Source: an optimization exercise on an open RTL-to-GDS flow (aim: small area, a short achievable clock period and few clock cycles per item). Production flows keep margins and buffers that such runs may drop.
RTL that was checked went through simulation tests only; none was proved equivalent to the original.

==> wip/ember: inputs <==
==> flow/design.v <==
`timescale 1ns / 1ps
package sta_pkg;
	localparam int COEF_W        = 32;
	localparam int EXP_W         = 16;
	localparam int CNT_W         = 7;
	localparam int DEF_MAX_TERMS = 64;
endpackage
`timescale 1ns / 1ps
module sta_ctrl
(
	input  logic signed [sta_pkg::COEF_W-1:0] a,
	input  logic signed [sta_pkg::COEF_W-1:0] b,
	output logic signed [sta_pkg::COEF_W-1:0] sum,
	output logic                              zero
);
	localparam int W = sta_pkg::COEF_W;
	logic signed [W:0] wide;
	logic [W-1:0]      bit_ok;
	assign wide = {a[W-1], a} + {b[W-1], b};
	always_comb begin
		if (wide[W] != wide[W-1]) begin
			sum = wide[W] ? {1'b1, {(W-1){1'b0}}} : {1'b0, {(W-1){1'b1}}};
		end else begin
			sum = wide[W-1:0];
		end
	end
	assign bit_ok[0] = ~(a[0] ^ b[0]);
	genvar i;
	generate
		for (i = 1; i < W; i++) begin : g_z
			assign bit_ok[i] = ~((a[i] ^ b[i]) ^ (a[i-1] | b[i-1]));
		end
	endgenerate
	assign zero = (&bit_ok) & ~(a[W-1] & b[W-1]);
endmodule
`timescale 1ns / 1ps
module sta_dp
#(
	parameter int N = sta_pkg::DEF_MAX_TERMS
) (
	input  logic                              clk,
	input  logic [N-1:0]                      sel_up,
	input  logic [N-1:0]                      sel_dn,
	input  logic [N-1:0]                      sel_bus_e,
	input  logic [N-1:0]                      sel_bus_c,
	input  logic [sta_pkg::COEF_W-1:0] bus_c,
	input  logic [sta_pkg::EXP_W-1:0]  bus_e,
	output logic [N-1:0][sta_pkg::COEF_W-1:0] ce,
	output logic [N-1:0][sta_pkg::EXP_W-1:0]  ee
);
	genvar i;
	generate
		for (i = 0; i < N; i++) begin : g_e
			logic [sta_pkg::COEF_W-1:0] c_up, c_dn;
			logic [sta_pkg::EXP_W-1:0]  e_up, e_dn;
			if (i == 0) begin : g_lo
				assign c_up = ce[0];
				assign e_up = ee[0];
			end else begin : g_lo
				assign c_up = ce[i-1];
				assign e_up = ee[i-1];
			end
			if (i == N-1) begin : g_hi
				assign c_dn = ce[N-1];
				assign e_dn = ee[N-1];
			end else begin : g_hi
				assign c_dn = ce[i+1];
				assign e_dn = ee[i+1];
			end
			always_ff @(posedge clk) begin
				if (sel_bus_c[i]) begin
					ce[i] <= bus_c;
				end else if (sel_up[i]) begin
					ce[i] <= c_up;
				end else if (sel_dn[i]) begin
					ce[i] <= c_dn;
				end
				if (sel_bus_e[i]) begin
					ee[i] <= bus_e;
				end else if (sel_up[i]) begin
					ee[i] <= e_up;
				end else if (sel_dn[i]) begin
					ee[i] <= e_dn;
				end
			end
		end
	endgenerate
endmodule
`timescale 1ns / 1ps
module sorted_term_accumulator
#(
	parameter int MAX_TERMS = sta_pkg::DEF_MAX_TERMS
) (
	input  logic                     clk,
	input  logic                     arst_n,
	input  logic                     in_valid,
	output logic                     in_stall,
	input  logic                     op,
	input  logic signed [sta_pkg::COEF_W-1:0] coefficient,
	input  logic signed [sta_pkg::EXP_W-1:0]  exponent,
	output logic                     out_valid,
	input  logic                     out_stall,
	output logic signed [sta_pkg::COEF_W-1:0] term_coefficient,
	output logic signed [sta_pkg::EXP_W-1:0]  term_exponent,
	output logic                     term_valid,
	output logic                     last,
	output logic                     dropped,
	output logic [sta_pkg::CNT_W-1:0]         term_count
);
	localparam int N  = MAX_TERMS;
	localparam int CW = sta_pkg::COEF_W;
	localparam int EW = sta_pkg::EXP_W;
	localparam int KW = sta_pkg::CNT_W;
	localparam int OW = CW + EW + 3 + KW;
	logic [N-1:0][CW-1:0] ce;
	logic [N-1:0][EW-1:0] ee;
	logic [N-1:0]         sel_up, sel_dn, sel_bus_e, sel_bus_c;
	logic [CW-1:0] bus_c;
	logic [EW-1:0] bus_e;
	sta_dp #(.N(N)) u_dp (
		.clk       (clk),
		.sel_up    (sel_up),
		.sel_dn    (sel_dn),
		.sel_bus_e (sel_bus_e),
		.sel_bus_c (sel_bus_c),
		.bus_c     (bus_c),
		.bus_e     (bus_e),
		.ce        (ce),
		.ee        (ee)
	);
	logic [N-1:0]  v_q;
	logic [KW-1:0] cnt_q;
	logic                 a_vld_q, a_op_q;
	logic signed [CW-1:0] a_c_q;
	logic signed [EW-1:0] a_e_q;
	logic                 b_vld_q, b_op_q, b_found_q;
	logic signed [CW-1:0] b_c_q, b_cm_q;
	logic signed [EW-1:0] b_e_q;
	logic [N-1:0]         b_ge_q;    
	logic [KW-1:0]        b_j_q;     
	logic                 in_stall_q;
	logic [1:0]           q_cnt_q;
	logic                 o_vld_q;
	logic [OW-1:0]        o_q, s_q;
	logic signed [CW-1:0] sum;
	logic                 zero;
	sta_ctrl u_add (
		.a    (b_cm_q),
		.b    (b_c_q),
		.sum  (sum),
		.zero (zero)
	);
	logic          q_space, b_fire, b_done, full, empty, is_add, d_last;
	logic          do_ins, do_upd, do_del, do_dmp, do_drop;
	logic [N-1:0]  pos_oh;
	logic [N-1:0]  v_up1;   
	logic [OW-1:0] push_w;
	logic [KW-1:0] cnt_n;
	assign q_space = (q_cnt_q != 2'd2);
	assign b_fire  = b_vld_q & q_space;
	assign full    = v_q[N-1];
	assign empty   = ~v_q[0];
	assign is_add  = ~b_op_q;
	assign d_last  = ((b_j_q + KW'(1)) == cnt_q);
	assign do_ins  = b_fire & is_add & ~b_found_q & ~full;
	assign do_drop = b_fire & is_add & ~b_found_q & full;
	assign do_upd  = b_fire & is_add & b_found_q & ~zero;
	assign do_del  = b_fire & is_add & b_found_q & zero;
	assign do_dmp  = b_fire & b_op_q & ~empty;
	assign b_done  = b_fire & (is_add | empty | d_last);
	assign pos_oh = b_ge_q & ~{b_ge_q[N-2:0], 1'b0};
	assign v_up1  = {1'b0, v_q[N-1:1]};
	always_comb begin
		sel_up    = do_ins ? {b_ge_q[N-2:0], 1'b0} : '0;
		sel_dn    = (do_del ? b_ge_q : '0) | (do_dmp ? v_up1 : '0);
		sel_bus_e = (do_ins ? pos_oh : '0) | (do_dmp ? ~v_up1 : '0);
		sel_bus_c = sel_bus_e | (do_upd ? pos_oh : '0);
		bus_e     = b_op_q ? ee[0] : b_e_q;
		bus_c     = b_op_q ? ce[0] : (b_found_q ? sum : b_c_q);
	end
	always_comb begin
		cnt_n = cnt_q;
		if (do_ins) begin
			cnt_n = cnt_q + KW'(1);
		end else if (do_del) begin
			cnt_n = cnt_q - KW'(1);
		end
	end
	always_comb begin
		if (b_op_q & ~empty) begin
			push_w = {ce[0], ee[0], 1'b1, d_last, 1'b0, cnt_q};
		end else begin
			push_w = {{(CW+EW){1'b0}}, 1'b0, 1'b1, do_drop, cnt_n};
		end
	end
	logic [N-1:0]         lt_raw, eq_raw, ge_raw, ge_n;
	logic                 found_raw, found_n, e_same, e_blt, a_adv, accept;
	logic signed [CW-1:0] cm_raw, cm_n;
	always_comb begin
		cm_raw = '0;
		for (int i = 0; i < N; i++) begin
			lt_raw[i] = v_q[i] & ($signed(ee[i]) < a_e_q);
			eq_raw[i] = v_q[i] & (ee[i] == a_e_q);
			cm_raw    = cm_raw | (eq_raw[i] ? ce[i] : '0);
		end
	end
	assign ge_raw    = ~lt_raw;
	assign found_raw = |eq_raw;
	assign e_same    = (b_e_q == a_e_q);
	assign e_blt     = (b_e_q < a_e_q);
	always_comb begin
		ge_n    = ge_raw;
		found_n = found_raw;
		cm_n    = cm_raw;
		if (do_ins) begin
			for (int i = 0; i < N; i++) begin
				if (pos_oh[i]) begin
					ge_n[i] = ~e_blt;
				end else if (b_ge_q[i] && i > 0) begin
					ge_n[i] = ge_raw[(i > 0) ? i-1 : 0];
				end
			end
			if (e_same) begin
				found_n = 1'b1;
				cm_n    = b_c_q;
			end
		end else if (do_upd) begin
			if (e_same) begin
				cm_n = sum;
			end
		end else if (do_del) begin
			for (int i = 0; i < N; i++) begin
				if (b_ge_q[i]) begin
					ge_n[i] = (i == N-1) ? 1'b1 : ge_raw[i+1];
				end
			end
			if (e_same) begin
				found_n = 1'b0;
			end
		end
	end
	assign a_adv  = a_vld_q & (~b_vld_q | (b_fire & is_add));
	assign accept = in_valid & ~in_stall_q;
	logic       a_vld_n, b_vld_n, b_op_n, push, pop;
	logic [1:0] q_cnt_n;
	assign push    = b_fire;
	assign pop     = o_vld_q & ~out_stall;
	assign a_vld_n = accept | (a_vld_q & ~a_adv);
	assign b_vld_n = a_adv | (b_vld_q & ~b_done);
	assign b_op_n  = a_adv ? a_op_q : b_op_q;
	assign q_cnt_n = q_cnt_q + {1'b0, push} - {1'b0, pop};
	always_ff @(posedge clk or negedge arst_n) begin
		if (!arst_n) begin
			a_vld_q    <= 1'b0;
			b_vld_q    <= 1'b0;
			in_stall_q <= 1'b0;
			q_cnt_q    <= '0;
			o_vld_q    <= 1'b0;
			v_q        <= '0;
			cnt_q      <= '0;
		end else begin
			a_vld_q    <= a_vld_n;
			b_vld_q    <= b_vld_n;
			in_stall_q <= a_vld_n & b_vld_n & ~(~b_op_n & (q_cnt_n != 2'd2));
			q_cnt_q    <= q_cnt_n;
			o_vld_q    <= (q_cnt_n != 2'd0);
			cnt_q      <= cnt_n;
			if (do_ins) begin
				v_q <= {v_q[N-2:0], 1'b1};
			end else if (do_del) begin
				v_q <= {1'b0, v_q[N-1:1]};
			end
		end
	end
	always_ff @(posedge clk) begin
		if (accept) begin
			a_op_q <= op;
			a_c_q  <= coefficient;
			a_e_q  <= exponent;
		end
		if (a_adv) begin
			b_op_q    <= a_op_q;
			b_c_q     <= a_c_q;
			b_e_q     <= a_e_q;
			b_ge_q    <= ge_n;
			b_found_q <= found_n;
			b_cm_q    <= cm_n;
			b_j_q     <= '0;
		end else if (do_dmp) begin
			b_j_q     <= b_j_q + KW'(1);
		end
		if (push) begin
			if (!o_vld_q || (pop && q_cnt_q == 2'd1)) begin
				o_q <= push_w;
			end else if (pop) begin
				o_q <= s_q;
				s_q <= push_w;
			end else begin
				s_q <= push_w;
			end
		end else if (pop) begin
			o_q <= s_q;
		end
	end
	assign in_stall         = in_stall_q;
	assign out_valid        = o_vld_q;
	assign term_coefficient = o_q[OW-1 -: CW];
	assign term_exponent    = o_q[OW-CW-1 -: EW];
	assign term_valid       = o_q[KW+2];
	assign last             = o_q[KW+1];
	assign dropped          = o_q[KW];
	assign term_count       = o_q[KW-1:0];
endmodule
==> flow/run.sh <==
#!/bin/bash
# synth_recipe.tcl (not shown) runs the flow's synth.tcl, then flattens the netlist and writes it again
# the make line also repeats each setting of config.mk as NAME=value (left out here)
make -C /OpenROAD-flow-scripts/flow DESIGN_CONFIG=/design/flow/config.mk WORK_HOME=/design/flow/orfs CLKGATE_MAP_FILE= SYNTH_SCRIPT=/design/flow/synth_recipe.tcl finish
==> flow/config.mk <==
export PLATFORM = sky130hd
export DESIGN_NAME = sorted_term_accumulator
export DESIGN_NICKNAME = sorted_term_accumulator
export VERILOG_FILES = /design/flow/design.v
export SDC_FILE = /design/flow/constraint.sdc
export NUM_CORES = 4
export LEC_CHECK = 0
export CAP_MARGIN = 20
export CORE_MARGIN = 2
export CORE_UTILIZATION = 40
export SLEW_MARGIN = 20
==> flow/constraint.sdc <==
create_clock -name core_clock -period 8.0 [get_ports {clk}]
set_input_delay 1.6000 -clock core_clock [delete_from_list [all_inputs] [get_ports {clk}]]
set_output_delay 1.6000 -clock core_clock [all_outputs]
set_load 0.01 [all_outputs]
==> wip/cedar (differences from wip/ember) <==
--- a/flow/design.v
+++ b/flow/design.v
@@ -68,19 +68,13 @@
 				assign e_dn = ee[i+1];
 			end
+			logic hold;
+			assign hold = ~(sel_bus_c[i] | sel_up[i] | sel_dn[i]);
+			logic hold_e;
+			assign hold_e = ~(sel_bus_e[i] | sel_up[i] | sel_dn[i]);
 			always_ff @(posedge clk) begin
-				if (sel_bus_c[i]) begin
-					ce[i] <= bus_c;
-				end else if (sel_up[i]) begin
-					ce[i] <= c_up;
-				end else if (sel_dn[i]) begin
-					ce[i] <= c_dn;
-				end
-				if (sel_bus_e[i]) begin
-					ee[i] <= bus_e;
-				end else if (sel_up[i]) begin
-					ee[i] <= e_up;
-				end else if (sel_dn[i]) begin
-					ee[i] <= e_dn;
-				end
+				ce[i] <= ({sta_pkg::COEF_W{sel_bus_c[i]}} & bus_c) | ({sta_pkg::COEF_W{sel_up[i]}} & c_up)
+				       | ({sta_pkg::COEF_W{sel_dn[i]}} & c_dn) | ({sta_pkg::COEF_W{hold}} & ce[i]);
+				ee[i] <= ({sta_pkg::EXP_W{sel_bus_e[i]}} & bus_e) | ({sta_pkg::EXP_W{sel_up[i]}} & e_up)
+				       | ({sta_pkg::EXP_W{sel_dn[i]}} & e_dn) | ({sta_pkg::EXP_W{hold_e}} & ee[i]);
 			end
 		end
@@ -134,5 +128,5 @@
 	logic signed [CW-1:0] a_c_q;
 	logic signed [EW-1:0] a_e_q;
-	logic                 b_vld_q, b_op_q, b_found_q;
+	logic                 b_vld_q, b_op_q, b_found_q, b_zero_q;
 	logic signed [CW-1:0] b_c_q, b_cm_q;
 	logic signed [EW-1:0] b_e_q;
@@ -143,12 +137,13 @@
 	logic                 o_vld_q;
 	logic [OW-1:0]        o_q, s_q;
-	logic signed [CW-1:0] sum;
-	logic                 zero;
+	logic signed [CW-1:0] sum, sum_a;
+	logic                 zero, zero_a;
 	sta_ctrl u_add (
 		.a    (b_cm_q),
 		.b    (b_c_q),
 		.sum  (sum),
-		.zero (zero)
+		.zero ()
 	);
+	assign zero = b_zero_q;
 	logic          q_space, b_fire, b_done, full, empty, is_add, d_last;
 	logic          do_ins, do_upd, do_del, do_dmp, do_drop;
@@ -240,4 +235,10 @@
 		end
 	end
+	sta_ctrl u_zero (
+		.a    (cm_n),
+		.b    (a_c_q),
+		.sum  (sum_a),
+		.zero (zero_a)
+	);
 	assign a_adv  = a_vld_q & (~b_vld_q | (b_fire & is_add));
 	assign accept = in_valid & ~in_stall_q;
@@ -286,4 +287,5 @@
 			b_found_q <= found_n;
 			b_cm_q    <= cm_n;
+			b_zero_q  <= zero_a;
 			b_j_q     <= '0;
 		end else if (do_dmp) begin
- CORE_UTILIZATION: 40 -> 35
- SETUP_SLACK_MARGIN: not set -> 4.5
==> wip/xenon (differences from wip/ember) <==
==> flow/design.v, changed modules only <==
module sta_dp
#(
	parameter int N = sta_pkg::DEF_MAX_TERMS
) (
	input  logic                              clk,
	input  logic [N-1:0]                      sel_up,
	input  logic [N-1:0]                      sel_dn,
	input  logic [N-1:0]                      sel_bus_e,
	input  logic [N-1:0]                      sel_bus_c,
	input  logic [sta_pkg::COEF_W-1:0] bus_c,
	input  logic [sta_pkg::EXP_W-1:0]  bus_e,
	output logic [N-1:0][sta_pkg::COEF_W-1:0] ce,
	output logic [N-1:0][sta_pkg::EXP_W-1:0]  ee
);
	genvar i;
	generate
		for (i = 0; i < N; i++) begin : g_e
			logic [sta_pkg::COEF_W-1:0] c_up, c_dn;
			logic [sta_pkg::EXP_W-1:0]  e_up, e_dn;
			if (i == 0) begin : g_lo
				assign c_up = ce[0];
				assign e_up = ee[0];
			end else begin : g_lo
				assign c_up = ce[i-1];
				assign e_up = ee[i-1];
			end
			if (i == N-1) begin : g_hi
				assign c_dn = ce[N-1];
				assign e_dn = ee[N-1];
			end else begin : g_hi
				assign c_dn = ce[i+1];
				assign e_dn = ee[i+1];
			end
			logic hold;
			assign hold = ~(sel_bus_c[i] | sel_up[i] | sel_dn[i]);
			logic hold_e;
			assign hold_e = ~(sel_bus_e[i] | sel_up[i] | sel_dn[i]);
			always_ff @(posedge clk) begin
				ce[i] <= ({sta_pkg::COEF_W{sel_bus_c[i]}} & bus_c) | ({sta_pkg::COEF_W{sel_up[i]}} & c_up)
				       | ({sta_pkg::COEF_W{sel_dn[i]}} & c_dn) | ({sta_pkg::COEF_W{hold}} & ce[i]);
				ee[i] <= ({sta_pkg::EXP_W{sel_bus_e[i]}} & bus_e) | ({sta_pkg::EXP_W{sel_up[i]}} & e_up)
				       | ({sta_pkg::EXP_W{sel_dn[i]}} & e_dn) | ({sta_pkg::EXP_W{hold_e}} & ee[i]);
			end
		end
	endgenerate
endmodule
- CORE_UTILIZATION: 40 -> 35
- SETUP_SLACK_MARGIN: not set -> 4.5
==> summary of the runs <==
wip/xenon died in 5_1_grt. wip/ember failed in 5_1_grt (GRT-0116). wip/cedar ended with an error in 5_1_grt.
In wip/cedar the synthesized area is lower than in wip/ember, by about 18%.
Synthesized cell count: wip/xenon < wip/cedar < wip/ember.
Testbench counts of wip/ember, summed over its fixed seeds: cycles 7,960, items 4,974.
The RTL of wip/cedar and wip/xenon was laid out without a check of its function.
